From an optimization exercise on the open Yosys and OpenROAD flow, aimed at a short achievable clock period; shortcuts taken in it are not production practice.
Where RTL was checked, it was by simulation tests only, not by an equivalence proof against the original.
For runs 3 and 4, only the layout was checked, not whether the RTL still works.
Power and IR drop assume default switching activity.

--- flow/design.v ---
package mmio_pkg;
    localparam logic [7:0] OFF_COUNT   = 8'h00;
    localparam logic [7:0] OFF_COMPARE = 8'h04;
    localparam logic [7:0] OFF_STATUS  = 8'h08;
    localparam logic [7:0] OFF_TXDATA  = 8'h0C;
    localparam logic [7:0] OFF_CTRL    = 8'h10;
    localparam int ST_MATCH = 0;
    localparam int ST_FULL  = 1;
    localparam int ST_EMPTY = 2;
    localparam int ST_OVF   = 3;
    localparam logic [31:0] COMPARE_RST = 32'hFFFF_FFFF;
endpackage
module dec3 (
    input  logic [2:0] a,
    output logic [7:0] y
);
    always_comb
        for (int i = 0; i < 8; i++) y[i] = a == 3'(i);
endmodule
module dec3n (
    input  logic [2:0] a,
    output logic [7:0] y
);
    always_comb
        for (int i = 0; i < 8; i++) y[i] = a != 3'(i);
endmodule
module hidec (
    input  logic [26:0] a,
    output logic [7:0]  y
);
    logic [5:0] n;
    logic [1:0] nz;
    logic [7:0] dn;
    for (genvar k = 0; k < 6; k++) begin : g_n
        nor4 u (.a(a[3+4*k]), .b(a[4+4*k]), .c(a[5+4*k]), .d(a[6+4*k]), .y(n[k]));
    end
    nand3 u_nz0 (.a(n[0]), .b(n[1]), .c(n[2]), .y(nz[0]));
    nand3 u_nz1 (.a(n[3]), .b(n[4]), .c(n[5]), .y(nz[1]));
    dec3n u_dn (.a(a[2:0]), .y(dn));
    for (genvar i = 0; i < 8; i++) begin : g_y
        nor3 u (.a(nz[0]), .b(nz[1]), .c(dn[i]), .y(y[i]));
    end
endmodule
module pagen (
    input  logic [26:0] a,
    output logic        y
);
    assign y = ~((a[26:3] == 24'hFFFF00) & (a[2:0] == 3'd0));
endmodule
module wsel (
    input  logic [2:0] a,
    output logic [3:0] s
);
    assign s[0] = a == 3'd0;
    assign s[1] = a == 3'd1;
    assign s[2] = a == 3'd2;
    assign s[3] = a == 3'd4;
endmodule
module mmsel2 (
    input  logic       pn,
    input  logic [1:0] s,
    input  logic [1:0] d,
    output logic       y
);
    assign y = ~pn & |(s & d);
endmodule
module mmsel3 (
    input  logic       pn,
    input  logic [2:0] s,
    input  logic [2:0] d,
    output logic       y
);
    assign y = ~pn & |(s & d);
endmodule
module mmsel4 (
    input  logic       pn,
    input  logic [3:0] s,
    input  logic [3:0] d,
    output logic       y
);
    assign y = ~pn & |(s & d);
endmodule
module aoi22 (
    input  logic a1, a2, b1, b2,
    output logic y
);
    assign y = ~((a1 & a2) | (b1 & b2));
endmodule
module aoi221 (
    input  logic a1, a2, b1, b2, c,
    output logic y
);
    assign y = ~((a1 & a2) | (b1 & b2) | c);
endmodule
module nor4 (
    input  logic a, b, c, d,
    output logic y
);
    assign y = ~(a | b | c | d);
endmodule
module nor3 (
    input  logic a, b, c,
    output logic y
);
    assign y = ~(a | b | c);
endmodule
module nor2 (
    input  logic a, b,
    output logic y
);
    assign y = ~(a | b);
endmodule
module nand3 (
    input  logic a, b, c,
    output logic y
);
    assign y = ~(a & b & c);
endmodule
module nand4 (
    input  logic a, b, c, d,
    output logic y
);
    assign y = ~(a & b & c & d);
endmodule
module sel8 (
    input  logic [7:0] s,
    input  logic [7:0] d,
    output logic       y
);
    logic [3:0] n;
    aoi22 u0 (.a1(s[0]), .a2(d[0]), .b1(s[1]), .b2(d[1]), .y(n[0]));
    aoi22 u1 (.a1(s[2]), .a2(d[2]), .b1(s[3]), .b2(d[3]), .y(n[1]));
    aoi22 u2 (.a1(s[4]), .a2(d[4]), .b1(s[5]), .b2(d[5]), .y(n[2]));
    aoi22 u3 (.a1(s[6]), .a2(d[6]), .b1(s[7]), .b2(d[7]), .y(n[3]));
    nand4 u4 (.a(n[0]), .b(n[1]), .c(n[2]), .d(n[3]), .y(y));
endmodule
module sel8m (
    input  logic [7:0] s,
    input  logic [7:0] d,
    input  logic       m,
    output logic       y
);
    logic [3:0] n;
    aoi22  u0 (.a1(s[0]), .a2(d[0]), .b1(s[1]), .b2(d[1]), .y(n[0]));
    aoi22  u1 (.a1(s[2]), .a2(d[2]), .b1(s[3]), .b2(d[3]), .y(n[1]));
    aoi22  u2 (.a1(s[4]), .a2(d[4]), .b1(s[5]), .b2(d[5]), .y(n[2]));
    aoi221 u3 (.a1(s[6]), .a2(d[6]), .b1(s[7]), .b2(d[7]), .c(m), .y(n[3]));
    nand4  u4 (.a(n[0]), .b(n[1]), .c(n[2]), .d(n[3]), .y(y));
endmodule
module sync_fifo #(
    parameter int W     = 8,
    parameter int DEPTH = 4
) (
    input  logic         clk,
    input  logic         reset,
    input  logic         push,
    input  logic         pop,
    input  logic [W-1:0] din,
    output logic [W-1:0] dout,
    output logic         full,
    output logic         empty
);
    localparam int AW = $clog2(DEPTH);
    logic [W-1:0] r_mem [DEPTH];
    logic [AW:0]  r_wr;
    logic [AW:0]  r_rd;
    logic         r_empty;
    logic         r_full;
    logic         w_push;
    logic         w_pop;
    logic [AW:0]  w_wr_nx;
    logic [AW:0]  w_rd_nx;
    assign empty   = r_empty;
    assign full    = r_full;
    assign w_push  = push & ~r_full;
    assign w_pop   = pop & ~r_empty;
    assign w_wr_nx = w_push ? r_wr + 1'b1 : r_wr;
    assign w_rd_nx = w_pop  ? r_rd + 1'b1 : r_rd;
    assign dout    = r_empty ? '0 : r_mem[r_rd[AW-1:0]];
    always_ff @(posedge clk) begin
        if (w_push) r_mem[r_wr[AW-1:0]] <= din;
    end
    always_ff @(posedge clk or negedge reset) begin
        if (!reset) begin
            r_wr    <= '0;
            r_rd    <= '0;
            r_empty <= 1'b1;
            r_full  <= 1'b0;
        end else begin
            r_wr    <= w_wr_nx;
            r_rd    <= w_rd_nx;
            r_empty <= w_wr_nx == w_rd_nx;
            r_full  <= (w_wr_nx[AW] != w_rd_nx[AW]) && (w_wr_nx[AW-1:0] == w_rd_nx[AW-1:0]);
        end
    end
endmodule
module dmem_mmio #(
    parameter int          RAM_WORDS  = 64,
    parameter int          FIFO_DEPTH = 4,
    parameter logic [31:0] MMIO_BASE  = 32'hFFFF_0000
) (
    input  logic        clk,
    input  logic        reset,
    input  logic        memwrite,
    input  logic [31:0] addr,
    input  logic [31:0] writedata,
    output logic [31:0] readdata,
    output logic [7:0]  tx_data,
    output logic        tx_valid,
    input  logic        tx_ready,
    output logic        irq
);
    logic [31:0] r_ram [64];
    logic [31:0] r_count;
    logic [31:0] r_compare;
    logic        r_match;
    logic        r_ovf;
    logic        r_irq_en;
    logic        w_ram_hit;
    logic        w_mmio_hit;
    logic [5:0]  w_word;
    logic        w_wr_compare;
    logic        w_wr_status;
    logic        w_wr_tx;
    logic        w_wr_ctrl;
    logic        w_full;
    logic        w_empty;
    logic [31:0] w_status;
    logic [31:0] w_mm;
    assign w_ram_hit    = addr[31:8] == 24'd0;
    assign w_mmio_hit   = addr[31:8] == MMIO_BASE[31:8];
    assign w_word       = addr[7:2];
    assign w_wr_compare = memwrite & w_mmio_hit & (w_word == 6'd1);
    assign w_wr_status  = memwrite & w_mmio_hit & (w_word == 6'd2);
    assign w_wr_tx      = memwrite & w_mmio_hit & (w_word == 6'd3);
    assign w_wr_ctrl    = memwrite & w_mmio_hit & (w_word == 6'd4);
    logic [7:0] w_lo [32];
    logic [7:0] w_hi [8];
    for (genvar c = 0; c < 8; c++) begin : g_hi
        hidec u_hi (.a(addr[31:5]), .y(w_hi[c]));
    end
    for (genvar c = 0; c < 32; c++) begin : g_lo
        dec3 u_lo (.a(addr[4:2]), .y(w_lo[c]));
    end
    logic [3:0] w_pn;
    logic [3:0] w_s [4];
    for (genvar c = 0; c < 4; c++) begin : g_page
        pagen u_pn (.a(addr[31:5]), .y(w_pn[c]));
        wsel  u_ws (.a(addr[4:2]),  .s(w_s[c]));
    end
    mmsel4 u_mm0 (.pn(w_pn[0]), .s(w_s[0]), .d({r_irq_en, w_status[0], r_compare[0], r_count[0]}), .y(w_mm[0]));
    for (genvar b = 1; b < 4; b++) begin : g_mm3
        mmsel3 u_mm (.pn(w_pn[0]), .s(w_s[0][2:0]), .d({w_status[b], r_compare[b], r_count[b]}), .y(w_mm[b]));
    end
    for (genvar b = 4; b < 32; b++) begin : g_mm2
        mmsel2 u_mm (.pn(w_pn[b / 8]), .s(w_s[b / 8][1:0]), .d({r_compare[b], r_count[b]}), .y(w_mm[b]));
    end
    for (genvar b = 0; b < 32; b++) begin : g_bit
        logic [7:0] w_g;
        for (genvar h = 0; h < 8; h++) begin : g_grp
            sel8 u_sel (
                .s (w_lo[b]),
                .d ({r_ram[8*h+7][b], r_ram[8*h+6][b], r_ram[8*h+5][b], r_ram[8*h+4][b],
                     r_ram[8*h+3][b], r_ram[8*h+2][b], r_ram[8*h+1][b], r_ram[8*h+0][b]}),
                .y (w_g[h])
            );
        end
        sel8m u_top (.s(w_hi[b / 4]), .d(w_g), .m(w_mm[b]), .y(readdata[b]));
    end
    always_comb begin
        w_status           = '0;
        w_status[mmio_pkg::ST_MATCH] = r_match;
        w_status[mmio_pkg::ST_FULL]  = w_full;
        w_status[mmio_pkg::ST_EMPTY] = w_empty;
        w_status[mmio_pkg::ST_OVF]   = r_ovf;
    end
    always_ff @(posedge clk) begin
        if (memwrite & w_ram_hit) r_ram[w_word] <= writedata;
    end
    always_ff @(posedge clk or negedge reset) begin
        if (!reset) begin
            r_count   <= '0;
            r_compare <= mmio_pkg::COMPARE_RST;
            r_match   <= 1'b0;
            r_ovf     <= 1'b0;
            r_irq_en  <= 1'b0;
        end else begin
            r_count <= r_count + 32'd1;
            if (w_wr_compare) r_compare <= writedata;
            r_match <= (r_count == r_compare) | (r_match & ~(w_wr_status & writedata[mmio_pkg::ST_MATCH]));
            r_ovf   <= (w_wr_tx & w_full) | (r_ovf & ~(w_wr_status & writedata[mmio_pkg::ST_OVF]));
            if (w_wr_ctrl) r_irq_en <= writedata[0];
        end
    end
    sync_fifo #(.W(8), .DEPTH(FIFO_DEPTH)) u_fifo (
        .clk   (clk),
        .reset (reset),
        .push  (w_wr_tx & ~w_full),
        .pop   (tx_ready),
        .din   (writedata[7:0]),
        .dout  (tx_data),
        .full  (w_full),
        .empty (w_empty)
    );
    assign tx_valid = ~w_empty;
    assign irq      = r_match & r_irq_en;
endmodule
--- flow/run.sh ---
#!/bin/bash
# synth_recipe.tcl (not shown) runs the flow's synth.tcl, then flattens the netlist and writes it again
# the make line also repeats each setting of config.mk as NAME=value (left out here)
make -C /OpenROAD-flow-scripts/flow DESIGN_CONFIG=/design/flow/config.mk WORK_HOME=/design/flow/orfs CLKGATE_MAP_FILE= SYNTH_SCRIPT=/design/flow/synth_recipe.tcl finish
--- flow/config.mk ---
export PLATFORM = sky130hd
export DESIGN_NAME = dmem_mmio
export DESIGN_NICKNAME = dmem_mmio
export VERILOG_FILES = /design/flow/design.v
export SDC_FILE = /design/flow/constraint.sdc
export NUM_CORES = 4
export LEC_CHECK = 0
export ABC_CLOCK_PERIOD_IN_PS = 1000
export CAP_MARGIN = 20
export CORE_MARGIN = 2
export CORE_UTILIZATION = 68
export GPL_TIMING_DRIVEN = 1
export SETUP_SLACK_MARGIN = 4.5
export SLEW_MARGIN = 20
export SYNTH_HIERARCHICAL = 1
export SYNTH_MINIMUM_KEEP_SIZE = 0
export TNS_END_PERCENT = 5
--- flow/constraint.sdc ---
create_clock -name core_clock -period 6.5 [get_ports {clk}]
set_input_delay 1.3000 -clock core_clock [delete_from_list [all_inputs] [get_ports {clk}]]
set_output_delay 1.3000 -clock core_clock [all_outputs]
set_load 0.01 [all_outputs]
==> run notes, run 1 <==
row cnt=131; Final nets=5636; R2R depth=9; CP Max Fanout=17; Area Overhead vs Synth=23.1%; Net Switching=6410 uW; reg2reg end=u_fifo.r_empty; Die Wd=363 um; DR pass1 iterations=7; Flop pwr share=0.528; CP required=5.20 ns; I/O pin cnt=110; H-tree levels=4; Pint=22500 uW; DPL Wire Length=161 mm; PortBufs=107; Overflow after GRT=0; internal reg-to-reg setup slack=4.30 ns; Leak Pwr=0.0344 uW; Max Clock Freq=0.213 GHz; max cap viols=0; Final setup viols=0; drc violations=0; placed insts=6577; latest clock arrival within the worst-skew pair=0.84 ns; post-route antenna net violation count=0; worst reg2reg startpoint=u_fifo.r_rd[0]; Critical Path End=readdata[11]; Design Area, Final=0.108 mm2; RSZ-0062 raised after global routing=yes; outcome=finished clean; Mapped Nets=4570; startpoint type of the worst setup path=input pin; initial antenna violation count=16; Initial Utilization=0.686; clk slew on worst S/H paths=0.06 ns; hold buffers post-CTS=0; Post-Syn Area per Cell=19.5 um2; endpoint class of the critical path=output port; mapped cell area=0.0877 mm2; detailed-route vias per instance=7.76; clock root cell=clkbuf_16; core region area=0.128 mm2; sw frac=0.222; Worst Path Class, Setup=input pin to output port; critical path arrival=3.39 ns; routed wire length per instance=41.7 um; final hold violations=0; Min-Delay Path Class=input pin to async pin; first-pass GRT wire length=403 mm; layout cells sized above 1=0.488; maximum VDD drop=336 uV; post-route insts no fill=7408; Synth Instances=4496; vias in the first global route=52800; drt total wl=309 mm; Setup TNS=0 ns; DR iter-0 viols=11000; WHS=0.412 ns; area post-placement=0.0940 mm2; clock skew=0.0213 ns; chip height=363 um; Yosys warnings=13; origin of the worst setup path=addr[3]; post-route clock period utilization=0.722; min Tclk post-route=4.69 ns; GRT Util Overall=0.447; vias=57500; Cell Pwr Density=268 mW/mm2; pin count of the biggest net entering global routing=73; Clk pwr share=0.401; clock buffer depth=3; CTS tree=yes; Sink Count=2155; gpl congestion=0.913; combinational fraction of design power=0.071; Slew headroom=0.270; CTS buffer count=204; total die area=0.132 mm2; Max Slew Vio Count=0; worst slew pin tran=1.10 ns
stage by stage:
stage	setup slack (ns)	util	total power, uW
finish	1.81	0.845	28900
global route	1.86	0.845	29500
CTS	1.80	0.817	28600
detailed placement	0.457	0.735	17100
global placement	0.504	0.735	17000
floorplan	2.51	-	16300
timing repair:
action	4_1_cts	5_1_grt
resized for setup	634	309
setup endpoints to repair	2162	2162
pin swaps	148	186
buffers inserted	177	217
cloned	22	25
placed cells by master, fill, tap and decap left out, types with 29 or more instances in the layout:
master / count
nand4_1: 315
clkbuf_16: 237
mux2_1: 30
buf_4: 520
and3b_2: 43
clkbuf_1: 51
clkinv_2: 31
nor2_4: 82
nor3b_1: 50
nand3_1: 30
nor3b_2: 32
buf_12: 108
clkinv_1: 50
buf_6: 96
buf_2: 57
nor3_4: 68
edfxtp_1: 2080
dfstp_2: 32
nand3b_1: 29
a22oi_2: 1120
and3b_4: 53
dfrtp_1: 41
xor2_1: 38
nor4_4: 30
a22oi_1: 30
final cells by class:
cell class                 instances  area [um2]
multi-input combinational       2315       25600
timing repair buffer             875        9460
sequential                      2155       64400
antenna                           10        25.0
fill                            5643       19800
clock buffer                     272        5640
clock inverter                   108         782
tap                             1662        2080
inverter                          11        43.8
routing by layer:
layer | part of all wire | track usage | routed length, um | vias to the layer above
met3 | 0.16 | 0.147 | 51000 | 1422
met1 | 0.33 | 0.609 | 101000 | 28700
met2 | 0.42 | 0.633 | 131000 | 5492
met4 | 0.083 | 0.268 | 25800 | 10
li1 | - | - | - | 21800
met5 | 0.00050 | 0.00726 | 153 | -
power by group through the flow:
stage               clock network (uW)  registers (uW)  logic, uW
finish                           11600           15300       2060
CTS                              11500           15300       1740
floorplan                            0           15500        799
global placement                     0           15600       1460
global route                     12100           15300       2130
detailed placement                   0           15600       1490
state kept, by name, indices dropped and copies added, names as in the netlist:
signal / flops
r_compare: 32
u_fifo.r_empty: 1
u_fifo.r_full: 1
r_ovf: 1
r_ram: 2048
r_irq_en: 1
u_fifo.r_rd: 3
r_count: 32
u_fifo.r_mem: 32
r_match: 1
u_fifo.r_wr: 3
worst max-delay path, cell delays in order:
cell	delay, ns
buf_16	0.17
buf_16	0.20
and3b_4	0.25
a22oi_2	0.26
nand4_1	0.26
a221oi_4	0.37
nand4_1	0.30
buf_2	0.25
worst min path at each step:
stage / startpoint / end / slack, ns / cells past startpoint
floorplan: u_fifo.r_wr[2] / u_fifo.r_wr[2] / 0.48 / 2
global placement: u_fifo.r_wr[2] / u_fifo.r_wr[2] / 0.50 / 2
detailed placement: u_fifo.r_wr[2] / u_fifo.r_wr[2] / 0.50 / 2
CTS: reset / u_fifo.r_wr[0] / 0.38 / 1
global route: reset / u_fifo.r_full / 0.40 / 1
finish: reset / u_fifo.r_full / 0.41 / 1
==> run 2, diff against run 1 <==
--- a/flow/config.mk
+++ b/flow/config.mk
@@ -10,3 +10,3 @@
 export CORE_MARGIN = 2
-export CORE_UTILIZATION = 68
+export CORE_UTILIZATION = 60
 export GPL_TIMING_DRIVEN = 1
==> run 2 against run 1 <==
Sequential share of layout area fell by 0.29 points. Highest routed layer unchanged. Sequential cell count did not move. Wire length is 1.5% higher. Maximum frequency up 0.71%. Clock skew fell by 0.0088 ns. Count of clock-buffer cells in the layout is 1 higher. First-iteration DRC count is 23% lower. Critical path type unchanged. Synthesized cell count unchanged. Non-clock buffer count increased by 4. Die area increased by 13%. Largest cell class unchanged.
==> run notes, run 2 <==
outcome=finished clean; post-route insts no fill=7682 (+3.7%); maximum VDD drop=296 uV (-12%); drc violations=0 (unchanged); Largest Register=r_ram; Slew headroom=0.275 (+0.00554); vias=55700 (-3.1%); clock skew=0.0126 ns (-0.00875 ns); row cnt=140 (+6.9%); critical path arrival=3.36 ns (-0.03 ns); DPL Wire Length=164 mm (+1.8%); Worst Path Class, Setup=input pin to output port; I/O pin cnt=110 (unchanged); latest clock arrival within the worst-skew pair=0.86 ns (+0.02 ns); Largest register FFs=2048 (unchanged); CP required=5.20 ns (about the same); DR iter-0 viols=8537 (-23%); detailed-route vias per instance=7.25 (-6.5%); sw frac=0.219 (-0.00206); Flop pwr share=0.522 (-0.006); Mapped Nets=4570 (unchanged); WHS=0.296 ns (-0.117 ns); mapped cell area=0.0877 mm2 (unchanged); placed insts=6856 (+4.2%); Clk pwr share=0.411 (+0.010); Yosys warnings=13 (unchanged); post-route antenna net violation count=0 (unchanged); Max Slew Vio Count=0 (unchanged); commonest non-fill, non-tap cell in the layout=edfxtp_1; first-pass GRT wire length=420 mm (+4.1%); startpoint type of the worst setup path=input pin; Min-Delay Path Class=input pin to async pin; initial antenna violation count=15 (-1); RSZ-0062 raised after global routing=yes; Post-Syn Area per Cell=19.5 um2 (unchanged); Setup TNS=0 ns (unchanged); clock buffer depth=3 (unchanged); Overflow after GRT=0 (unchanged); Net Switching=6420 uW (+0.16%); Design Area, Final=0.109 mm2 (+0.49%); drt total wl=314 mm (+1.5%); endpoint class of the critical path=output port; Initial Utilization=0.603 (-0.0828); DR pass1 iterations=5 (-2); final hold violations=0 (unchanged); Max Clock Freq=0.215 GHz (+0.71%); worst slew pin tran=1.09 ns (-0.00831 ns); CTS tree=yes; chip height=386 um (+6.4%); Sink Count=2155 (unchanged); Die Wd=386 um (+6.4%); GRT Util Overall=0.411 (-0.0356); Synth Instances=4496 (unchanged); combinational fraction of design power=0.067 (-0.004); CTS buffer count=210 (+2.9%); CP Max Fanout=23 (+6); clock root cell=clkbuf_16; Area Overhead vs Synth=23.7%; vias in the first global route=52200 (-1.1%); layout cells sized above 1=0.490 (+0.00151); core region area=0.145 mm2 (+14%); most frequent cells in the layout=edfxtp_1, a22oi_2, buf_4, nand4_1, clkbuf_16; area post-placement=0.0947 mm2 (+0.70%); Final nets=5646 (+0.18%); min Tclk post-route=4.66 ns (-0.0330 ns); max cap viols=0 (unchanged); H-tree levels=4 (unchanged); Cell Pwr Density=270 mW/mm2 (+0.60%); gpl congestion=0.886 (-2.9%); Leak Pwr=0.0344 uW (+0.13%); PortBufs=107 (unchanged); routed wire length per instance=40.8 um (-2.2%); post-route clock period utilization=0.717 (-0.00507); Pint=22800 uW (+1.4%); # fillers=8493 (+51%); clk slew on worst S/H paths=0.06 ns (about the same); Final setup viols=0 (unchanged); pin count of the biggest net entering global routing=72 (-1.4%); total die area=0.149 mm2 (+13%)
run 2: path summary, 6_finish.rpt:
kind                                startpoint  depth (start not counted)  slack [ns]              to
worst max-delay path                   addr[3]                          8        1.84    readdata[29]
worst min-delay path                     reset                          1        0.30  u_fifo.r_rd[2]
worst max register to register   u_fifo.r_full                          7        4.49  u_fifo.r_empty
worst min register to register  u_fifo.r_rd[2]                          2        0.51  u_fifo.r_rd[2]
max in group asynchronous                reset                          2        4.96     r_count[22]
min in group core_clock         u_fifo.r_rd[2]                          2        0.51  u_fifo.r_rd[2]
run 2: area by class of cell:
class	count	area, um2	share of cell area
flip-flops and latches	2155	64400	0.593
multi-input cells	2315	25500	0.235
repair buffers	879	9510	0.0876
clock buffers	273	5660	0.0521
well taps	1917	2400	0.0221
clock inverters	120	1070	0.00988
inverters	11	43.8	0.000403
diodes	12	30.0	0.000277
run 2: worst max-delay path, stage by stage:
cell       delay [ns]
bufbuf_16        0.32
nor3b_4          0.19
buf_4            0.17
a22oi_2          0.20
nand4_1          0.20
a221oi_2         0.28
nand4_1          0.38
buf_2            0.28
run 2: layer usage:
layer,vias to the layer above,global-route usage,routed length (um)
met4,8,0.236,21600
met1,28700,0.554,111000
met3,1009,0.0907,38700
li1,21900,-,-
met2,4080,0.624,142000
met5,-,0.00390,115
run 2: stage by stage:
step | utilization | setup WS, ns | power, uW
5_1_grt | 0.746 | 1.86 | 29900
4_1_cts | 0.732 | 1.88 | 29100
6_report | 0.747 | 1.84 | 29300
3_5_place_dp | 0.651 | 0.575 | 17100
3_3_place_gp | 0.651 | 0.591 | 17100
2_1_floorplan | - | 2.51 | 16300
run 2: what timing repair did:
item | 4_1_cts | 5_1_grt
setup endpoints to repair | 2173 | 2163
gates cloned | 43 | 10
hold buffers | 0 | 0
resized for setup | 737 | 161
pin swaps | 185 | 145
setup buffers | 236 | 129
run 2: power groups by stage:
stage / clock network (uW) / logic [uW] / registers (uW)
after detailed placement: 0 / 1510 / 15600
after floorplan: 0 / 799 / 15500
after global placement: 0 / 1490 / 15600
after CTS: 12000 / 1820 / 15300
final: 12000 / 1960 / 15300
after global routing: 12600 / 2030 / 15300
==> run 3, diff against run 2 <==
--- a/flow/design.v
+++ b/flow/design.v
@@ -236,3 +236,3 @@
     assign w_wr_ctrl    = memwrite & w_mmio_hit & (w_word == 6'd4);
-    logic [7:0] w_lo [32];
+    logic [7:0] w_lo [16];
     logic [7:0] w_hi [8];
@@ -241,3 +241,3 @@
     end
-    for (genvar c = 0; c < 32; c++) begin : g_lo
+    for (genvar c = 0; c < 16; c++) begin : g_lo
         dec3 u_lo (.a(addr[4:2]), .y(w_lo[c]));
@@ -261,3 +261,3 @@
             sel8 u_sel (
-                .s (w_lo[b]),
+                .s (w_lo[b / 2]),
                 .d ({r_ram[8*h+7][b], r_ram[8*h+6][b], r_ram[8*h+5][b], r_ram[8*h+4][b],
==> run 3 against run 2 <==
Area after synthesis shrank 1.2%. Critical path type unchanged. Maximum frequency is 2.4% lower. Utilization is 0.20 points lower. Design area shrank 1.6%. Via count fell by 5.9%. Clock skew is 0.0013 ns higher. Global-route usage decreased by 3.8 points. Largest power group unchanged. Combinational power decreased by 3%. Worst hold slack improved by 0.037 ns. Critical path depth grew 1. First-iteration DRC count decreased by 20%. Still clean.
==> run notes, run 3 <==
outcome=finished clean; critical path arrival=3.48 ns (+0.12 ns); I/O pin cnt=110 (unchanged); PortBufs=107 (unchanged); reg2reg end=r_count[21]; CTS tree=yes; DR iter-0 viols=6795 (-20%); total die area=0.148 mm2 (-1.2%); worst reg2reg startpoint=r_count[2]; max cap viols=0 (unchanged); worst slew pin tran=1.15 ns (+0.0643 ns); internal reg-to-reg setup slack=4.20 ns (-0.29 ns); Sink Count=2155 (unchanged); R2R depth=4 (-3); Die Wd=384 um (-0.59%); Worst Path Class, Setup=input pin to output port; clk slew on worst S/H paths=0.06 ns (about the same); Yosys warnings=13 (unchanged); drc violations=0 (unchanged); Min-Delay Path Class=input pin to async pin; clock buffer depth=3 (unchanged); core region area=0.143 mm2 (-1.3%); Largest Register=r_ram; H-tree levels=4 (unchanged); maximum VDD drop=270 uV (-9.0%); Synth Instances=4368 (-2.8%); clock skew=0.0139 ns (+0.00131 ns); Cell Pwr Density=270 mW/mm2 (+0.29%); most frequent cells in the layout=edfxtp_1, a22oi_2, buf_4, nand4_1, clkbuf_16; Initial Utilization=0.604 (+0.000770); final hold violations=0 (unchanged); commonest non-fill, non-tap cell in the layout=edfxtp_1; RSZ-0062 raised after global routing=yes; CP Max Fanout=12 (-48%); post-route antenna net violation count=0 (unchanged); layout cells sized above 1=0.481 (-0.00820); pin count of the biggest net entering global routing=71 (-1.4%); Setup TNS=0 ns (unchanged); Area Overhead vs Synth=23.2%; min Tclk post-route=4.78 ns (+0.115 ns); Final nets=5433 (-3.8%); multi-input logic area=0.0247 mm2 (-2.8%); GRT Util Overall=0.373 (-0.0383); # fillers=8354 (-1.6%); drt total wl=280 mm (-11%); Slew headroom=0.226 (-0.0493); endpoint class of the critical path=output port; Overflow after GRT=0 (unchanged); CP required=5.20 ns (about the same); routed wire length per instance=37.7 um (-7.7%); DPL Wire Length=155 mm (-5.6%); placed insts=6590 (-3.9%); vias in the first global route=49500 (-5.1%); Critical Path End=readdata[29]; gpl congestion=0.856 (-3.4%); Seq. cell area=0.0644 mm2 (unchanged); Final setup viols=0 (unchanged); chip height=384 um (-0.59%); DR pass1 iterations=5 (unchanged); CTS buffer count=211 (+0.48%); row cnt=139 (-0.71%); mapped cell area=0.0867 mm2 (-1.2%); detailed-route vias per instance=7.05 (-2.8%); origin of the worst setup path=addr[2]; Mapped Nets=4442 (-2.8%); latest clock arrival within the worst-skew pair=0.83 ns (-0.03 ns); Max Slew Vio Count=0 (unchanged); initial antenna violation count=14 (-1); Post-Syn Area per Cell=19.8 um2 (+1.7%); Largest register FFs=2048 (unchanged); Max Clock Freq=0.209 GHz (-2.4%); first-pass GRT wire length=380 mm (-9.4%); vias=52400 (-5.9%); post-route clock period utilization=0.735 (+0.0177); post-route insts no fill=7439 (-3.2%); startpoint type of the worst setup path=input pin; Leak Pwr=0.0335 uW (-2.8%); clock root cell=clkbuf_16
-- run 3: layout make-up --
cell class	count	share of cell area
Sequential cell	2155	0.603
Multi-Input combinational cell	2189	0.232
Timing Repair Buffer	791	0.0819
Clock buffer	264	0.0524
Tap cell	1903	0.0223
Clock inverter	117	0.00854
Inverter	11	0.000422
Antenna cell	9	0.000211
-- run 3: worst min-delay path by stage --
stage              startpoint  slack [ns]  cells past startpoint        endpoint
2_1_floorplan  u_fifo.r_wr[2]        0.48                      2  u_fifo.r_wr[2]
3_3_place_gp   u_fifo.r_wr[2]        0.50                      2  u_fifo.r_wr[2]
3_5_place_dp   u_fifo.r_rd[2]        0.50                      2  u_fifo.r_rd[2]
4_1_cts                 reset        0.29                      1  u_fifo.r_rd[2]
5_1_grt                 reset        0.31                      1  u_fifo.r_rd[0]
6_report                reset        0.33                      1  u_fifo.r_rd[2]
-- run 3: per-layer routing --
metal	routed length, um	GRT usage
met5	34	0
met4	13400	0.144
met3	30500	0.0755
met2	128000	0.571
met1	108000	0.533
-- run 3: report_power, final --
part           switching, uW  internal, uW
Sequential              29.7         15200
Clock                   5130          6570
Combinational           1130           775
-- run 3: worst max-delay path: stages --
cell and delay [ns]:
clkbuf_8 0.21, buf_8 0.19, nor3b_4 0.18, buf_6 0.17, a22oi_2 0.16, nand4_1 0.22
a221oi_2 0.33, nand4_1 0.38, buf_2 0.28
-- run 3: what timing repair did --
item / in CTS / in global routing
buffers inserted: 285 / 133
cloned: 23 / 18
setup endpoints to repair: 2173 / 2173
hold buffers: 0 / 0
pin swaps: 188 / 121
resized for setup: 551 / 110
-- run 3: stage by stage --
stage | power [uW] | cell area (um2) | utilization | worst slack (ns) | hold WS [ns]
2_1_floorplan | 16300 | 88300 | - | 2.51 | 0.478
3_3_place_gp | 17100 | 94000 | 0.655 | 0.708 | 0.502
3_5_place_dp | 17100 | 94000 | 0.655 | 0.658 | 0.501
4_1_cts | 28800 | 105000 | 0.730 | 1.78 | 0.287
5_1_grt | 29500 | 107000 | 0.745 | 1.75 | 0.314
6_report | 28900 | 107000 | 0.745 | 1.72 | 0.333
==> run 4, diff against run 3 <==
--- a/flow/design.v
+++ b/flow/design.v
@@ -64,3 +64,5 @@
 );
-    assign y = ~pn & |(s & d);
+    logic n0;
+    aoi22 u0 (.a1(s[0]), .a2(d[0]), .b1(s[1]), .b2(d[1]), .y(n0));
+    nor2  u1 (.a(pn), .b(n0), .y(y));
 endmodule
@@ -72,3 +74,6 @@
 );
-    assign y = ~pn & |(s & d);
+    logic n0, n1;
+    aoi22 u0 (.a1(s[0]), .a2(d[0]), .b1(s[1]), .b2(d[1]), .y(n0));
+    nand2 u1 (.a(s[2]), .b(d[2]), .y(n1));
+    aoi21 u2 (.a1(n0), .a2(n1), .b(pn), .y(y));
 endmodule
@@ -80,3 +85,6 @@
 );
-    assign y = ~pn & |(s & d);
+    logic n0, n1;
+    aoi22 u0 (.a1(s[0]), .a2(d[0]), .b1(s[1]), .b2(d[1]), .y(n0));
+    aoi22 u1 (.a1(s[2]), .a2(d[2]), .b1(s[3]), .b2(d[3]), .y(n1));
+    aoi21 u2 (.a1(n0), .a2(n1), .b(pn), .y(y));
 endmodule
@@ -112,2 +120,14 @@
 endmodule
+module nand2 (
+    input  logic a, b,
+    output logic y
+);
+    assign y = ~(a & b);
+endmodule
+module aoi21 (
+    input  logic a1, a2, b,
+    output logic y
+);
+    assign y = ~((a1 & a2) | b);
+endmodule
 module nand3 (
@@ -236,3 +256,3 @@
     assign w_wr_ctrl    = memwrite & w_mmio_hit & (w_word == 6'd4);
-    logic [7:0] w_lo [16];
+    logic [7:0] w_lo [32];
     logic [7:0] w_hi [8];
@@ -241,3 +261,3 @@
     end
-    for (genvar c = 0; c < 16; c++) begin : g_lo
+    for (genvar c = 0; c < 32; c++) begin : g_lo
         dec3 u_lo (.a(addr[4:2]), .y(w_lo[c]));
@@ -261,3 +281,3 @@
             sel8 u_sel (
-                .s (w_lo[b / 2]),
+                .s (w_lo[b]),
                 .d ({r_ram[8*h+7][b], r_ram[8*h+6][b], r_ram[8*h+5][b], r_ram[8*h+4][b],
==> flow/flow/run.sh (new file) <==
#!/bin/bash
# Own flow: the standard layout (standard.sh, every step unchanged) with
# the address pins constrained to the middle of the left edge (flow/io.tcl).
set -euo pipefail
bash standard.sh IO_CONSTRAINTS=$PWD/flow/io.tcl finish > standard.log 2>&1
==> flow/flow/io.tcl (new file) <==
# Pin constraints, sourced by the floorplan step (IO_CONSTRAINTS): the address
# pins that select the read word go to the middle of the left edge so no bit
# slice is more than about half a die height plus a die width from them.
set die [[ord::get_db_block] getDieArea]
set h [expr {[$die dy] / 1000.0}]
set lo [expr {round($h * 0.35)}]
set hi [expr {round($h * 0.65)}]
set names {}
for {set i 2} {$i < 32} {incr i} { lappend names "addr\[$i\]" }
set_io_pin_constraint -pin_names $names -region left:$lo-$hi
==> flow/standard.sh (new file) <==
#!/bin/bash
# synth_recipe.tcl (not shown) runs the flow's synth.tcl, then flattens the netlist and writes it again
# the make line also repeats each setting of config.mk as NAME=value (left out here)
make -C /OpenROAD-flow-scripts/flow DESIGN_CONFIG=/design/flow/config.mk WORK_HOME=/design/flow/orfs CLKGATE_MAP_FILE= SYNTH_SCRIPT=/design/flow/synth_recipe.tcl "${@:-finish}"
removed: flow/run.sh
==> run 4 against run 3 <==
Global-route usage is 3.3 points higher. Wire length is 13% higher. Die area up 1.4%. Still clean. Largest cell class unchanged. Critical path depth grew 1. Count of clock-buffer cells in the layout down 3.
==> run notes, run 4 <==
Leak Pwr=0.0342 uW (+2.2%); Initial Utilization=0.604 (about the same); maximum VDD drop=248 uV (-8.1%); core region area=0.146 mm2 (+1.5%); Yosys warnings=13 (unchanged); max cap viols=0 (unchanged); commonest non-fill, non-tap cell in the layout=edfxtp_1; Max Clock Freq=0.212 GHz (+1.3%); Design Area, Final=0.109 mm2 (+1.6%); Final nets=5592 (+2.9%); combinational fraction of design power=0.066 (about the same); Clk pwr share=0.414 (+0.009); # fillers=8342 (-0.14%); Min-Delay Path Class=input pin to async pin; hold buffers post-CTS=0 (unchanged); sw frac=0.219 (+0.00158); worst slew pin tran=1.10 ns (-0.0558 ns); internal reg-to-reg setup slack=4.36 ns (+0.16 ns); pin count of the biggest net entering global routing=72 (+1.4%); met3 Usage GRT=0.104 (+0.0285); startpoint type of the worst setup path=input pin; Synth Instances=4499 (+3.0%); min Tclk post-route=4.72 ns (-0.0607 ns); worst setup margin=1.78 ns (+0.0607 ns); post-route insts no fill=7634 (+2.6%); Flop pwr share=0.520 (-0.009); placed insts=6856 (+4.0%); Final setup viols=0 (unchanged); Post-Syn Area per Cell=19.5 um2 (-1.5%); PortBufs=107 (unchanged); Worst Path Class, Setup=input pin to output port; row cnt=140 (+0.72%); Overflow after GRT=0 (unchanged); vias=56100 (+6.9%); detailed-route vias per instance=7.34 (+4.2%); outcome=finished clean; Slew headroom=0.270 (+0.0436); post-route antenna net violation count=0 (unchanged); mapped cell area=0.0879 mm2 (+1.4%); critical path arrival=3.42 ns (-0.06 ns); routed wire length per instance=41.4 um (+10%); Cell Pwr Density=271 mW/mm2 (+0.14%); DR pass1 iterations=5 (unchanged); most frequent cells in the layout=edfxtp_1, a22oi_2, buf_4, nand4_1, clkbuf_16; clock buffer depth=3 (unchanged); met2 usage=0.612 (+0.0412); RSZ-0062 raised after global routing=yes; DPL Wire Length=168 mm (+8.5%); Net Switching=6440 uW (+2.5%); Pint=22900 uW (+1.5%); Die Wd=387 um (+0.70%); DR iter-0 viols=9268 (+36%); R2R depth=4 (unchanged); clock root cell=clkbuf_16; Sink Count=2155 (unchanged); total die area=0.150 mm2 (+1.4%); busiest grt layer=met2; clk slew on worst S/H paths=0.07 ns (about the same); chip height=387 um (+0.70%); drt total wl=316 mm (+13%); initial antenna violation count=18 (+4); Largest Register=r_ram; Final Power=29400 uW (+1.7%); Mapped Nets=4573 (+2.9%); endpoint class of the critical path=output port; reg2reg end=r_match; CP Max Fanout=6 (-6); pre-CTS setup slack=0.500 ns (-0.158 ns); GRT Util Overall=0.406 (+0.0327); area post-placement=0.0949 mm2 (+0.93%); post-route clock period utilization=0.725 (-0.00934); final hold violations=0 (unchanged); H-tree levels=4 (unchanged); Area Overhead vs Synth=23.4%; Setup TNS=0 ns (unchanged); drc violations=0 (unchanged); worst reg2reg startpoint=r_compare[18]; I/O pin cnt=110 (unchanged); Max Slew Vio Count=0 (unchanged); grt met1 use=0.556 (+0.0223); latest clock arrival within the worst-skew pair=0.85 ns (+0.02 ns); CTS buffer count=211 (unchanged); CP required=5.20 ns (about the same); vias in the first global route=51800 (+4.7%); first-pass GRT wire length=416 mm (+9.5%); gpl congestion=0.878 (+2.5%); Largest register FFs=2048 (unchanged); layout cells sized above 1=0.490 (+0.00846); clock skew=0.0181 ns (+0.00425 ns); CTS tree=yes
[run 4: worst max-delay path by stage]
stage / startpoint / end / slack, ns / depth (start not counted)
after floorplan: addr[7] / u_fifo.r_empty / 2.51 / 10
after global placement: addr[28] / readdata[9] / 0.53 / 7
after detailed placement: addr[28] / readdata[9] / 0.50 / 7
after CTS: addr[5] / readdata[20] / 1.91 / 10
after global routing: addr[5] / readdata[20] / 1.80 / 10
final: addr[5] / readdata[20] / 1.78 / 10
[run 4: power by group through the flow]
stage | sequential [uW] | combinational [uW] | clock, uW
4_1_cts | 15300 | 1830 | 12200
3_3_place_gp | 15600 | 1460 | 0
3_5_place_dp | 15600 | 1490 | 0
5_1_grt | 15300 | 2030 | 12700
2_1_floorplan | 15500 | 802 | 0
6_report | 15300 | 1950 | 12100
[run 4: layout make-up]
| class | count | area, um2 | share of cell area |
|---|---|---|---|
| Antenna cell | 16 | 40.0 | 0.000369 |
| Clock buffer | 261 | 5630 | 0.0519 |
| Clock inverter | 135 | 1190 | 0.0110 |
| Inverter | 11 | 45.0 | 0.000415 |
| Multi-Input combinational cell | 2318 | 25400 | 0.234 |
| Sequential cell | 2155 | 64400 | 0.593 |
| Tap cell | 1917 | 2400 | 0.0221 |
| Timing Repair Buffer | 821 | 9440 | 0.0870 |
[run 4: what timing repair did]
action                     4_1_cts  5_1_grt
setup endpoints to repair     2162     2170
cloned                          52       31
gates resized for setup        675      125
setup buffers                  214       67
pin swaps                      172      117
[run 4: metal layers]
layer	routed length, um	part of all wire
met3	41800	0.13
met1	113000	0.36
met4	19100	0.061
met2	142000	0.45
met5	119	0.00038
[run 4: metrics by stage]
| step | hold slack (ns) | utilization |
|---|---|---|
| 6_report | 0.348 | 0.746 |
| 5_1_grt | 0.340 | 0.745 |
| 4_1_cts | 0.315 | 0.733 |
| 3_5_place_dp | 0.503 | 0.652 |
| 3_3_place_gp | 0.497 | 0.652 |
| 2_1_floorplan | 0.478 | - |
[run 4: worst max-delay path: stages]
cell and delay (ns):
buf_16 0.13, or4b_4 0.55, nor3_4 0.14, nand4_1 0.34, buf_12 0.29, buf_8 0.13
nor2_4 0.16, a221oi_4 0.06, nand4_1 0.14, buf_2 0.16
==> run 5, diff against run 4 <==
--- a/flow/design.v
+++ b/flow/design.v
@@ -47,3 +47,20 @@
 );
-    assign y = ~((a[26:3] == 24'hFFFF00) & (a[2:0] == 3'd0));
+    logic [3:0] o;
+    logic [3:0] z;
+    logic [1:0] ones;
+    logic [1:0] zn;
+    logic       zeros;
+    for (genvar k = 0; k < 4; k++) begin : g_o
+        nand4 u (.a(a[11+4*k]), .b(a[12+4*k]), .c(a[13+4*k]), .d(a[14+4*k]), .y(o[k]));
+    end
+    nor3 u_z0 (.a(a[0]), .b(a[1]),  .c(a[2]),  .y(z[0]));
+    nor3 u_z1 (.a(a[3]), .b(a[4]),  .c(a[5]),  .y(z[1]));
+    nor3 u_z2 (.a(a[6]), .b(a[7]),  .c(a[8]),  .y(z[2]));
+    nor2 u_z3 (.a(a[9]), .b(a[10]), .y(z[3]));
+    nor2  u_a  (.a(o[0]), .b(o[1]), .y(ones[0]));
+    nor2  u_b  (.a(o[2]), .b(o[3]), .y(ones[1]));
+    nand2 u_c  (.a(z[0]), .b(z[1]), .y(zn[0]));
+    nand2 u_d  (.a(z[2]), .b(z[3]), .y(zn[1]));
+    nor2  u_f  (.a(zn[0]), .b(zn[1]), .y(zeros));
+    nand3 u_y  (.a(ones[0]), .b(ones[1]), .c(zeros), .y(y));
 endmodule
==> flow/run.sh (new file) <==
#!/bin/bash
# synth_recipe.tcl (not shown) runs the flow's synth.tcl, then flattens the netlist and writes it again
# the make line also repeats each setting of config.mk as NAME=value (left out here)
make -C /OpenROAD-flow-scripts/flow DESIGN_CONFIG=/design/flow/config.mk WORK_HOME=/design/flow/orfs CLKGATE_MAP_FILE= SYNTH_SCRIPT=/design/flow/synth_recipe.tcl finish
removed: flow/flow/run.sh
removed: flow/flow/io.tcl
removed: flow/standard.sh
==> run 5 against run 4 <==
Utilization is 0.11 points higher. Clock power hardly changed. Still clean. Sequential share of layout area shrank 0.086 points. First-iteration DRC count shrank 5.3%. Worst hold slack improved by 0.11 ns. Power shrank 0.86%. Die area hardly changed. Count of clock-buffer cells in the layout rose by 11.
==> run notes, run 5 <==
row cnt=140 (unchanged); placed insts=6866 (+0.15%); clock skew=0.0121 ns (-0.00602 ns); Synth Instances=4515 (+0.36%); post-route insts no fill=7712 (+1.0%); # fillers=8587 (+2.9%); Initial Utilization=0.604 (about the same); Final setup viols=0 (unchanged); layout cells sized above 1=0.494 (+0.00455); outcome=finished clean; worst slew pin tran=1.11 ns (+0.0171 ns); combinational fraction of design power=0.069 (+0.003); DR iter-0 viols=8775 (-5.3%); Die Wd=387 um (about the same); gpl congestion=0.903 (+2.8%); pin count of the biggest net entering global routing=70 (-2.8%); Cell Pwr Density=268 mW/mm2 (-1.0%); post-route clock period utilization=0.742 (+0.0166); Area Overhead vs Synth=23.5%; Setup TNS=0 ns (unchanged); R2R depth=6 (+2); CP required=5.20 ns (about the same); Net Switching=6360 uW (-1.3%); post-route antenna net violation count=0 (unchanged); clk slew on worst S/H paths=0.06 ns (about the same); Final nets=5678 (+1.5%); Seq. cell area=0.0644 mm2 (about the same); Min-Delay Path Class=input pin to async pin; Clk pwr share=0.406 (-0.008); sw frac=0.218 (-0.000945); DR pass1 iterations=6 (+1); maximum VDD drop=266 uV (+7.2%); Max Slew Vio Count=0 (unchanged); slowest CP cell=nand4_1; worst setup margin=1.68 ns (-0.108 ns); grt met1 use=0.575 (+0.0196); max cap viols=0 (unchanged); pre-CTS setup slack=0.437 ns (-0.0635 ns); GRT Util Overall=0.411 (+0.00477); Pint=22800 uW (-0.74%); vias=55900 (-0.31%); DPL Wire Length=171 mm (+1.7%); CTS buffer count=211 (unchanged); RSZ-0062 raised after global routing=yes; critical path arrival=3.52 ns (+0.10 ns); PortBufs=107 (unchanged); drc violations=0 (unchanged); H-tree levels=4 (unchanged); Sink Count=2155 (unchanged); first-pass GRT wire length=419 mm (+0.67%); drt total wl=315 mm (-0.32%); Overflow after GRT=0 (unchanged); most frequent cells in the layout=edfxtp_1, a22oi_2, buf_4, nand4_1, clkbuf_16; chip height=387 um (about the same); Util after Layout=0.747 (+0.00109); core region area=0.146 mm2 (unchanged); initial antenna violation count=19 (+1); Crit path largest cell delay=0.50 ns (-0.05 ns); Flop pwr share=0.524 (+0.004); Largest Register=r_ram; total die area=0.150 mm2 (about the same); min Tclk post-route=4.82 ns (+0.108 ns); Largest register FFs=2048 (unchanged); WHS=0.454 ns (+0.106 ns); clock buffer depth=3 (unchanged); endpoint class of the critical path=output port; vias in the first global route=51500 (-0.51%); critical-path cell list=buf_16 > buf_16 > and3b_2 > buf_4 > a22oi_2 > nand4_1 > a22oi_2 > nand4_1 > buf_2; met2 usage=0.603 (-0.00865); startpoint type of the worst setup path=input pin; met3 Usage GRT=0.111 (+0.00727); mapped cell area=0.0880 mm2 (about the same); commonest non-fill, non-tap cell in the layout=edfxtp_1; CTS tree=yes; Leak Pwr=0.0342 uW (about the same); routed wire length per instance=40.9 um (-1.3%); Yosys warnings=13 (unchanged); multi-input logic area=0.0255 mm2 (+0.60%); CP Max Fanout=8 (+2); Mapped Nets=4589 (+0.35%); detailed-route vias per instance=7.25 (-1.3%); I/O pin cnt=110 (unchanged); clock root cell=clkbuf_16; Slew headroom=0.258 (-0.0114); Max Clock Freq=0.207 GHz (-2.2%); busiest grt layer=met2; hold buffers post-CTS=0 (unchanged); Worst Path Class, Setup=input pin to output port; final hold violations=0 (unchanged); Post-Syn Area per Cell=19.5 um2 (-0.31%); latest clock arrival within the worst-skew pair=0.83 ns (-0.02 ns)
run 5: timing repair:
| item | in CTS | in global routing |
|---|---|---|
| gates cloned | 40 | 16 |
| pin swaps | 165 | 185 |
| setup buffers | 205 | 181 |
| resized for setup | 660 | 143 |
| endpoints found under the hold margin | 0 | 0 |
| setup endpoints to repair | 2162 | 2166 |
run 5: final cells by class:
type,instances,area share
sequential,2155,0.592
multi-input combinational,2334,0.235
timing repair buffer,891,0.0891
clock buffer,272,0.0522
tap,1917,0.0221
clock inverter,115,0.00838
inverter,11,0.000414
antenna,17,0.000391
run 5: layer usage:
metal / routed length, um / up-vias / part of all wire
li1: - / 22000 / -
met5: 91 / - / 0.00029
met2: 138000 / 4190 / 0.44
met3: 42400 / 910 / 0.13
met4: 19500 / 16 / 0.062
met1: 116000 / 28800 / 0.37
run 5: final timing paths:
kind                                startpoint              to  slack, ns
worst min-delay path                     reset  u_fifo.r_wr[2]       0.45
max in group asynchronous                reset     r_count[29]       4.99
worst max register to register   u_fifo.r_full  u_fifo.r_empty       4.41
min in group core_clock         u_fifo.r_wr[2]  u_fifo.r_wr[2]       0.51
worst min register to register  u_fifo.r_wr[2]  u_fifo.r_wr[2]       0.51
worst max-delay path                   addr[3]    readdata[30]       1.68
run 5: per-stage QoR:
| step | instance area [um2] | power, uW |
|---|---|---|
| 3_5_place_dp | 95000 | 17100 |
| 6_report | 109000 | 29100 |
| 4_1_cts | 106000 | 29000 |
| 3_3_place_gp | 95000 | 17100 |
| 5_1_grt | 109000 | 29800 |
| 2_1_floorplan | 88400 | 16300 |
run 5: critical path: cells and delay by family:
kind                   cells  cell delay [ns]
and+or+nand+nor            3             0.95
buffers and inverters      4             0.83
AOI/OAI and AO/OA          2             0.40
run 5: power by group through the flow:
stage	registers, uW	logic [uW]	clock network, uW
6_report	15300	2020	11800
4_1_cts	15300	1840	11900
2_1_floorplan	15500	803	0
3_3_place_gp	15600	1490	0
5_1_grt	15300	2100	12400
3_5_place_dp	15600	1510	0
==> run 6, diff against run 5 <==
--- a/flow/config.mk
+++ b/flow/config.mk
@@ -12,3 +12,3 @@
 export GPL_TIMING_DRIVEN = 1
-export SETUP_SLACK_MARGIN = 4.5
+export SETUP_SLACK_MARGIN = 4.0
 export SLEW_MARGIN = 20
@@ -16,2 +16,2 @@
 export SYNTH_MINIMUM_KEEP_SIZE = 0
-export TNS_END_PERCENT = 5
+export TNS_END_PERCENT = 20
==> run 6 against run 5 <==
Still clean on timing, DRC and antenna. Area after synthesis stayed put. Combinational power is 3% higher. Sequential power hardly changed. Clock power hardly changed. Global-route usage is 0.86 points higher. Power is 0.90% higher. Setup slack better by 0.11 ns. Critical path depth is 1 higher. Non-clock buffer count is 195 higher. Critical path type unchanged. Largest cell class unchanged. Highest routed layer unchanged.
==> run notes, run 6 <==
detailed-route vias per instance=7.39 (+2.0%); Slew headroom=0.254 (-0.00433); Min-Delay Path Class=input pin to async pin; post-route clock period utilization=0.725 (-0.0174); first-pass GRT wire length=426 mm (+1.7%); latest clock arrival within the worst-skew pair=0.87 ns (+0.04 ns); origin of the worst setup path=addr[2]; clock root cell=clkbuf_16; PortBufs=107 (unchanged); Setup TNS=0 ns (unchanged); worst reg2reg startpoint=u_fifo.r_full; Final Power=29400 uW (+0.90%); commonest non-fill, non-tap cell in the layout=edfxtp_1; gpl congestion=0.924 (+2.3%); sw frac=0.221 (+0.00273); maximum VDD drop=304 uV (+14%); Pint=22900 uW (+0.55%); chip height=387 um (unchanged); Cell Pwr Density=260 mW/mm2 (-2.9%); Final nets=5870 (+3.4%); critical path arrival=3.41 ns (-0.11 ns); Flop pwr share=0.520 (-0.004); CTS buffer count=208 (-1.4%); RSZ-0062 raised after global routing=yes; Clk pwr share=0.409 (+0.003); critical-path cell list=buf_16 > buf_4 > buf_16 > nor3b_1 > buf_4 > a22oi_2 > nand4_1 > a221oi_2 > nand4_1 > buf_2; Crit path largest cell delay=0.31 ns (-0.19 ns); Leak Pwr=0.0360 uW (+5.4%); vias in the first global route=51900 (+0.72%); Util after Layout=0.776 (+0.0290); worst slew pin tran=1.12 ns (+0.00650 ns); pre-CTS setup slack=0.359 ns (-0.0772 ns); routed wire length per instance=43.2 um (+5.8%); drt total wl=342 mm (+8.6%); combinational fraction of design power=0.071 (+0.002); initial antenna violation count=25 (+6); worst setup margin=1.79 ns (+0.113 ns); clk slew on worst S/H paths=0.06 ns (about the same); most frequent cells in the layout=edfxtp_1, a22oi_2, buf_4, nand4_1, clkbuf_16; Post-Syn Area per Cell=19.5 um2 (unchanged); drc violations=0 (unchanged); clock skew=0.0437 ns (+0.0316 ns); core region area=0.146 mm2 (unchanged); CTS tree=yes; clock buffer depth=3 (unchanged); vias=58500 (+4.7%); post-route antenna net violation count=0 (unchanged); mapped cell area=0.0880 mm2 (unchanged); Largest register FFs=2048 (unchanged); Max Slew Vio Count=0 (unchanged); slowest CP cell=a221oi_2; Overflow after GRT=0 (unchanged); pin count of the biggest net entering global routing=70 (unchanged); DR iter-0 viols=9859 (+12%); Largest Register=r_ram; row cnt=140 (unchanged); Synth Instances=4515 (unchanged); CP required=5.20 ns (about the same); final hold violations=0 (unchanged); Net Switching=6500 uW (+2.2%); Sink Count=2155 (unchanged); GRT Util Overall=0.419 (+0.00865); Yosys warnings=13 (unchanged); outcome=finished clean; min Tclk post-route=4.71 ns (-0.113 ns); Max Clock Freq=0.212 GHz (+2.4%); Worst Path Class, Setup=input pin to output port; max cap viols=0 (unchanged); endpoint class of the critical path=output port; Die Wd=387 um (unchanged); Mapped Nets=4589 (unchanged); layout cells sized above 1=0.520 (+0.0254); CP Max Fanout=16 (+8); Initial Utilization=0.604 (unchanged); H-tree levels=4 (unchanged); total die area=0.150 mm2 (unchanged); DR pass1 iterations=6 (unchanged); I/O pin cnt=110 (unchanged); Final setup viols=0 (unchanged); DPL Wire Length=168 mm (-1.7%); startpoint type of the worst setup path=input pin; Area Overhead vs Synth=28.3%
## run 6: cell count changes in the layout (fill, tap and decap cells not counted), moves of 17 or more
cell       delta
buf_12       +47
buf_16       +37
buf_4        +23
buf_6        +34
clkbuf_16    +40
clkinv_1     -18
mux2_1       -17
mux2_4       +17
nor3b_1      -17
## run 6: worst max-delay path: cells and delay by family
kind | cells | cell delay [ns]
compound gates | 2 | 0.46
buf+inv | 5 | 0.92
simple gates | 3 | 0.65
## run 6: power by group through the flow
stage | combinational [uW] | clock (uW) | sequential [uW]
floorplan | 803 | 0 | 15500
global placement | 1480 | 0 | 15600
detailed placement | 1500 | 0 | 15600
CTS | 1830 | 12000 | 15300
global route | 2150 | 12500 | 15300
finish | 2080 | 12000 | 15300
## run 6: stage by stage
stage / instances / hold slack, ns / area (um2)
floorplan: 4515 / 0.478 / 88400
global placement: 6877 / 0.493 / 94700
detailed placement: 6877 / 0.495 / 94700
CTS: 7572 / 0.313 / 108000
global route: 7896 / 0.338 / 113000
finish: 7918 / 0.348 / 113000
## run 6: routing by layer
layer,global-route usage,vias up,share of wire
met5,0.00766,-,0.0011
met3,0.111,1188,0.16
met4,0.213,34,0.076
li1,-,22400,-
met1,0.589,30000,0.34
met2,0.608,4931,0.42
## run 6: area by class of cell
class / count / area [um2]
fill: 7822 / 32700
clock inverter: 99 / 895
antenna: 24 / 60.1
timing repair buffer: 1086 / 13500
sequential: 2155 / 64400
clock buffer: 292 / 5820
tap: 1917 / 2400
multi-input combinational: 2334 / 25800
inverter: 11 / 45.0
## run 6: worst paths after layout
path	to	slack [ns]	depth (start not counted)
setup / recovery	readdata[31]	1.79	10
hold / removal	u_fifo.r_wr[1]	0.35	1
setup reg to reg	u_fifo.r_empty	4.44	6
hold reg to reg	u_fifo.r_rd[2]	0.53	2
max in group asynchronous	r_count[21]	4.94	2
min in group core_clock	u_fifo.r_rd[2]	0.53	2
## run 6: what timing repair did
action	in CTS	in global routing
resized for setup	786	366
setup endpoints to repair	2162	2162
hold buffers	0	0
cloned	69	76
pin swaps	176	232
setup buffers	235	246
==> run 7, diff against run 6 <==
==> flow/flow/run.sh (new file) <==
#!/bin/bash
# Own flow: the standard layout (standard.sh, every step unchanged), with
# one extra step after placement: the readdata output buffers are moved next
# to the gates that drive them (flow/move_obuf.tcl), then legalized.
set -euo pipefail
bash standard.sh place > standard_place.log 2>&1
RES_DIR=$PWD/orfs/results/sky130hd/dmem_mmio/base openroad -no_init -exit flow/move_obuf.tcl > move_obuf.log 2>&1
bash standard.sh finish > standard_finish.log 2>&1
==> flow/flow/move_obuf.tcl (new file) <==
# Move each readdata output buffer from its pin to the cell that drives it,
# so the buffer (sized later by the flow's repair) drives the long wire to
# the pin instead of the small driving gate. Then legalize.
set res $::env(RES_DIR)
read_db $res/3_place.odb
set blk [ord::get_db_block]
set moved 0
foreach bt [$blk getBTerms] {
  if {![string match readdata* [$bt getName]]} { continue }
  set ob {}
  foreach it [[$bt getNet] getITerms] { set ob [$it getInst] }
  if {$ob eq {}} { continue }
  set drv {}
  foreach it [$ob getITerms] {
    if {[$it isInputSignal]} {
      foreach it2 [[$it getNet] getITerms] {
        if {[$it2 isOutputSignal]} { set drv [$it2 getInst] }
      }
    }
  }
  if {$drv eq {}} { continue }
  set b [$drv getBBox]
  $ob setLocation [$b xMin] [$b yMin]
  incr moved
}
puts "moved $moved output buffers"
detailed_placement
check_placement -verbose
write_db $res/3_place.odb
==> flow/standard.sh (new file) <==
#!/bin/bash
# synth_recipe.tcl (not shown) runs the flow's synth.tcl, then flattens the netlist and writes it again
# the make line also repeats each setting of config.mk as NAME=value (left out here)
make -C /OpenROAD-flow-scripts/flow DESIGN_CONFIG=/design/flow/config.mk WORK_HOME=/design/flow/orfs CLKGATE_MAP_FILE= SYNTH_SCRIPT=/design/flow/synth_recipe.tcl "${@:-finish}"
--- a/flow/config.mk
+++ b/flow/config.mk
@@ -10,5 +10,5 @@
 export CORE_MARGIN = 2
-export CORE_UTILIZATION = 60
+export CORE_UTILIZATION = 66
 export GPL_TIMING_DRIVEN = 1
-export SETUP_SLACK_MARGIN = 4.0
+export SETUP_SLACK_MARGIN = 4.5
 export SLEW_MARGIN = 20
@@ -16,2 +16,2 @@
 export SYNTH_MINIMUM_KEEP_SIZE = 0
-export TNS_END_PERCENT = 20
+export TNS_END_PERCENT = 5
removed: flow/run.sh
==> run 7 against run 6 <==
Still clean on timing, DRC and antenna. Maximum frequency up 4.1%. Cell count is 5.7% lower. Via count shrank 3.6%. Non-clock buffer count down 268. Worst hold slack lost 0.023 ns. Power down 0.55%. Global-route usage increased by 2.0 points. Utilization increased by 4.5 points. Critical path type unchanged. Critical endpoint is now readdata[26]. Largest power group unchanged.
==> run notes, run 7 <==
row cnt=133 (-5.0%); drt total wl=309 mm (-9.8%); DR iter-0 viols=9907 (+0.49%); Final nets=5601 (-4.6%); Min-Delay Path Class=input pin to async pin; layout cells sized above 1=0.491 (-0.0287); detailed-route vias per instance=7.55 (+2.2%); gpl congestion=0.892 (-3.4%); placed insts=6697 (-2.6%); vias in the first global route=52200 (+0.48%); CTS tree=yes; CP Max Fanout=8 (-8); Max Slew Vio Count=0 (unchanged); Cell Pwr Density=270 mW/mm2 (+3.7%); Final setup viols=0 (unchanged); most frequent cells in the layout=edfxtp_1, a22oi_2, buf_4, nand4_1, clkbuf_16; origin of the worst setup path=addr[11]; critical path arrival=3.23 ns (-0.18 ns); DPL Wire Length=164 mm (-2.2%); clock root cell=clkbuf_16; final hold violations=0 (unchanged); commonest non-fill, non-tap cell in the layout=edfxtp_1; Setup TNS=0 ns (unchanged); clk slew on worst S/H paths=0.06 ns (about the same); clock skew=0.0214 ns (-0.0222 ns); mapped cell area=0.0880 mm2 (unchanged); Post-Syn Area per Cell=19.5 um2 (unchanged); critical-path cell list=buf_6 > buf_8 > nor4_4 > nand3_2 > buf_12 > nor3_4 > buf_4 > buf_4 > a221oi_4 > nand4_1 > buf_6; vias=56400 (-3.6%); I/O pin cnt=110 (unchanged); CP required=5.20 ns (about the same); drc violations=0 (unchanged); post-route clock period utilization=0.696 (-0.0285); Crit path largest cell delay=0.31 ns (about the same); Overflow after GRT=0 (unchanged); routed wire length per instance=41.3 um (-4.4%); GRT Util Overall=0.440 (+0.0203); outcome=finished clean; Slew headroom=0.184 (-0.0699); Initial Utilization=0.667 (+0.0623); Worst Path Class, Setup=input pin to output port; maximum VDD drop=313 uV (+3.2%); Max Clock Freq=0.221 GHz (+4.1%); H-tree levels=4 (unchanged); slowest CP cell=nor4_4; min Tclk post-route=4.53 ns (-0.185 ns); Synth Instances=4515 (unchanged); Area Overhead vs Synth=23.0%; initial antenna violation count=21 (-16%); area post-placement=0.0945 mm2 (-0.21%); Design Area, Final=0.108 mm2 (-4.1%); PortBufs=107 (unchanged); CTS buffer count=207 (-0.48%); endpoint class of the critical path=output port; startpoint type of the worst setup path=input pin; DR pass1 iterations=6 (unchanged); worst slew pin tran=1.22 ns (+0.105 ns); Leak Pwr=0.0341 uW (-5.5%); Largest register FFs=2048 (unchanged); Mapped Nets=4589 (unchanged); WHS=0.325 ns (-0.0229 ns); Yosys warnings=13 (unchanged); max cap viols=0 (unchanged); post-route antenna net violation count=0 (unchanged); worst reg2reg startpoint=u_fifo.r_full; Util after Layout=0.820 (+0.0445); Sink Count=2155 (unchanged); latest clock arrival within the worst-skew pair=0.85 ns (-0.02 ns); chip height=369 um (-4.6%); total die area=0.136 mm2 (-9.0%); Largest Register=r_ram; Die Wd=369 um (-4.6%); clock buffer depth=3 (unchanged); RSZ-0062 raised after global routing=yes; core region area=0.132 mm2 (-9.3%); pin count of the biggest net entering global routing=70 (unchanged); first-pass GRT wire length=407 mm (-4.4%); post-route insts no fill=7465 (-5.7%)
[run 7: power by group]
group	leakage (uW)	total (uW)	internal, uW	switching [uW]
registers	0.0196	15300	15200	31.0
logic	0.0112	1980	810	1160
clock network	0.00328	12000	6830	5140
[run 7: layout make-up]
class,count,area (um2)
Sequential cell,2155,64400
Multi-Input combinational cell,2334,25800
Fill cell,6218,23700
Timing Repair Buffer,818,9030
Clock buffer,262,5610
Tap cell,1755,2200
Clock inverter,117,1100
Inverter,11,43.8
Antenna cell,13,32.5
[run 7: path summary, 6_finish.rpt]
kind,to,slack [ns],cells past startpoint
worst max-delay path,readdata[26],1.97,11
worst min-delay path,u_fifo.r_full,0.33,1
worst max register to register,u_fifo.r_empty,4.51,6
worst min register to register,u_fifo.r_rd[2],0.51,2
max in group asynchronous,r_match,4.91,2
min in group core_clock,u_fifo.r_rd[2],0.51,2
[run 7: repair_timing]
action	CTS	global route
hold buffers	0	0
setup buffers	209	118
gates cloned	26	22
pin swaps	142	137
gates resized for setup	747	184
setup endpoints to repair	2162	2162
endpoints found under the hold margin	0	0
[run 7: metrics by stage]
stage	setup WS [ns]	total power [uW]
after CTS	2.07	29000
after detailed placement	0.440	17100
after global routing	1.99	29800
final	1.97	29200
after floorplan	2.51	16300
after global placement	0.524	17000
[run 7: layer usage]
metal	share of wire	global-route usage	routed length (um)
met5	0.00074	0.00605	227
met1	0.33	0.593	103000
met3	0.15	0.128	46300
met4	0.079	0.250	24300
met2	0.44	0.647	135000
[run 7: critical path: cells and delay by family]
kind | cells | cell delay (ns)
simple gates | 4 | 0.91
compound gates | 1 | 0.06
buf+inv | 6 | 0.93
==> run 8, diff against run 7 <==
--- a/flow/config.mk
+++ b/flow/config.mk
@@ -10,3 +10,3 @@
 export CORE_MARGIN = 2
-export CORE_UTILIZATION = 66
+export CORE_UTILIZATION = 55
 export GPL_TIMING_DRIVEN = 1
==> run 8 against run 7 <==
Via count shrank 3.2%. Global-route usage shrank 6.5 points. Design area grew 1.0%. Critical path depth shrank 2. Die area grew 20%. Synthesized cell count is the same. Sequential power is essentially flat. Clock power is essentially flat. Register-to-register slack lost 0.04 ns. Worst hold slack gained 0.12 ns. Sequential share of layout area shrank 0.62 points. Non-clock buffer count grew 28. Critical path type unchanged. Largest power group unchanged.
==> run notes, run 8 <==
Final Power=29300 uW (+0.11%); clock root cell=clkbuf_16; Overflow after GRT=0 (unchanged); GRT Util Overall=0.375 (-0.0645); most frequent cells in the layout=edfxtp_1, a22oi_2, buf_4, nand4_1, clkbuf_16; startpoint type of the worst setup path=input pin; CTS buffer count=213 (+2.9%); drc violations=0 (unchanged); pin count of the biggest net entering global routing=71 (+1.4%); Final nets=5635 (+0.61%); Area Overhead vs Synth=24.3%; detailed-route vias per instance=6.98 (-7.5%); Initial Utilization=0.555 (-0.112); commonest non-fill, non-tap cell in the layout=edfxtp_1; internal reg-to-reg setup slack=4.47 ns (-0.04 ns); multi-input logic area=0.0258 mm2 (-0.21%); Sink Count=2155 (unchanged); # fillers=10400 (+68%); clock skew=0.0359 ns (+0.0145 ns); Util after Layout=0.690 (-0.130); vias=54600 (-3.2%); DPL Wire Length=171 mm (+4.0%); DR pass1 iterations=5 (-1); clock buffer depth=3 (unchanged); I/O pin cnt=110 (unchanged); R2R depth=8 (+2); routed wire length per instance=40.0 um (-3.3%); vias in the first global route=51500 (-1.2%); PortBufs=107 (unchanged); outcome=finished clean; CP Max Fanout=7 (-1); gpl congestion=0.836 (-6.3%); Largest Register=r_ram; final hold violations=0 (unchanged); min Tclk post-route=4.53 ns (+0.00962 ns); Post-Syn Area per Cell=19.5 um2 (unchanged); worst slew pin tran=1.11 ns (-0.119 ns); drt total wl=312 mm (+1.2%); first-pass GRT wire length=416 mm (+2.2%); Setup TNS=0 ns (unchanged); Seq. cell area=0.0644 mm2 (unchanged); Leak Pwr=0.0343 uW (+0.81%); endpoint class of the critical path=output port; total die area=0.163 mm2 (+20%); initial antenna violation count=12 (-43%); Cell Pwr Density=267 mW/mm2 (-0.93%); core region area=0.159 mm2 (+20%); Final setup viols=0 (unchanged); critical path arrival=3.23 ns (about the same); clk slew on worst S/H paths=0.06 ns (about the same); reg2reg end=u_fifo.r_empty; Mapped Nets=4589 (unchanged); Worst Path Class, Setup=input pin to output port; H-tree levels=4 (unchanged); mapped cell area=0.0880 mm2 (unchanged); DR iter-0 viols=7774 (-22%); Max Slew Vio Count=0 (unchanged); layout cells sized above 1=0.494 (+0.00250); Die Wd=404 um (+9.4%); Min-Delay Path Class=input pin to async pin; latest clock arrival within the worst-skew pair=0.84 ns (about the same); row cnt=146 (+9.8%); post-route clock period utilization=0.698 (+0.00148); CP required=5.20 ns (about the same); chip height=404 um (+9.4%); Slew headroom=0.263 (+0.0791); Max Clock Freq=0.221 GHz (-0.21%); RSZ-0062 raised after global routing=yes; worst reg2reg startpoint=u_fifo.r_rd[0]; Yosys warnings=13 (unchanged); post-route antenna net violation count=0 (unchanged); maximum VDD drop=278 uV (-11%); Largest register FFs=2048 (unchanged); CTS tree=yes; max cap viols=0 (unchanged); Synth Instances=4515 (unchanged)
-- run 8: worst max-delay path by stage --
stage	end	depth (start not counted)	startpoint
final	readdata[3]	9	addr[3]
after CTS	readdata[3]	9	addr[3]
after global placement	readdata[17]	9	addr[26]
after global routing	readdata[3]	10	addr[3]
after detailed placement	readdata[13]	7	addr[13]
after floorplan	u_fifo.r_empty	10	addr[7]
-- run 8: what timing repair did --
action / CTS / global route
pin swaps: 194 / 162
hold buffers: 0 / 0
buffers inserted: 235 / 74
resized for setup: 855 / 150
gates cloned: 45 / 19
endpoints found under the setup margin: 2173 / 2162
-- run 8: cell type report --
type | count | share of cell area
inverters | 11 | 0.000412
clock inverters | 124 | 0.00971
repair buffers | 846 | 0.0901
flip-flops and latches | 2155 | 0.589
well taps | 2072 | 0.0237
multi-input cells | 2334 | 0.236
diodes | 2 | 0.0000458
clock buffers | 269 | 0.0516
-- run 8: power breakdown --
group,internal (uW),switching [uW],leakage [uW],total (uW)
clock,6660,5290,0.00328,11900
sequential,15200,26.7,0.0196,15300
combinational,868,1170,0.0115,2040
-- run 8: worst max-delay path, stage by stage --
cell      delay, ns
buf_16         0.15
buf_16         0.20
nor3b_2        0.15
buf_4          0.17
a22oi_2        0.15
nand4_1        0.28
a221oi_2       0.43
nand4_1        0.16
buf_6          0.16
-- run 8: per-layer routing --
metal | track usage | wire length, um | vias up
li1 | - | - | 21800
met1 | 0.528 | 121000 | 28700
met2 | 0.574 | 142000 | 3304
met3 | 0.0780 | 33300 | 752
met4 | 0.155 | 15700 | 2
met5 | 0 | 19 | -
-- run 8: per-stage QoR --
step	std cells	instance area, um2	worst slack, ns	hold slack, ns
finish	7813	109000	1.97	0.445
detailed placement	7043	95200	0.599	0.501
floorplan	4515	88400	2.51	0.478
global route	7812	109000	2.01	0.408
global placement	7043	95200	0.674	0.498
CTS	7716	108000	2.04	0.379

Re-timed with assumed drivers on the ports (clkbuf_16 on the clock, buf_2 on other inputs), run 8 has 1.384 ns of setup slack against 1.965 ns with ideal ports, and 1.384 ns once port delays also move by the mid clock arrival of 0.920 ns.
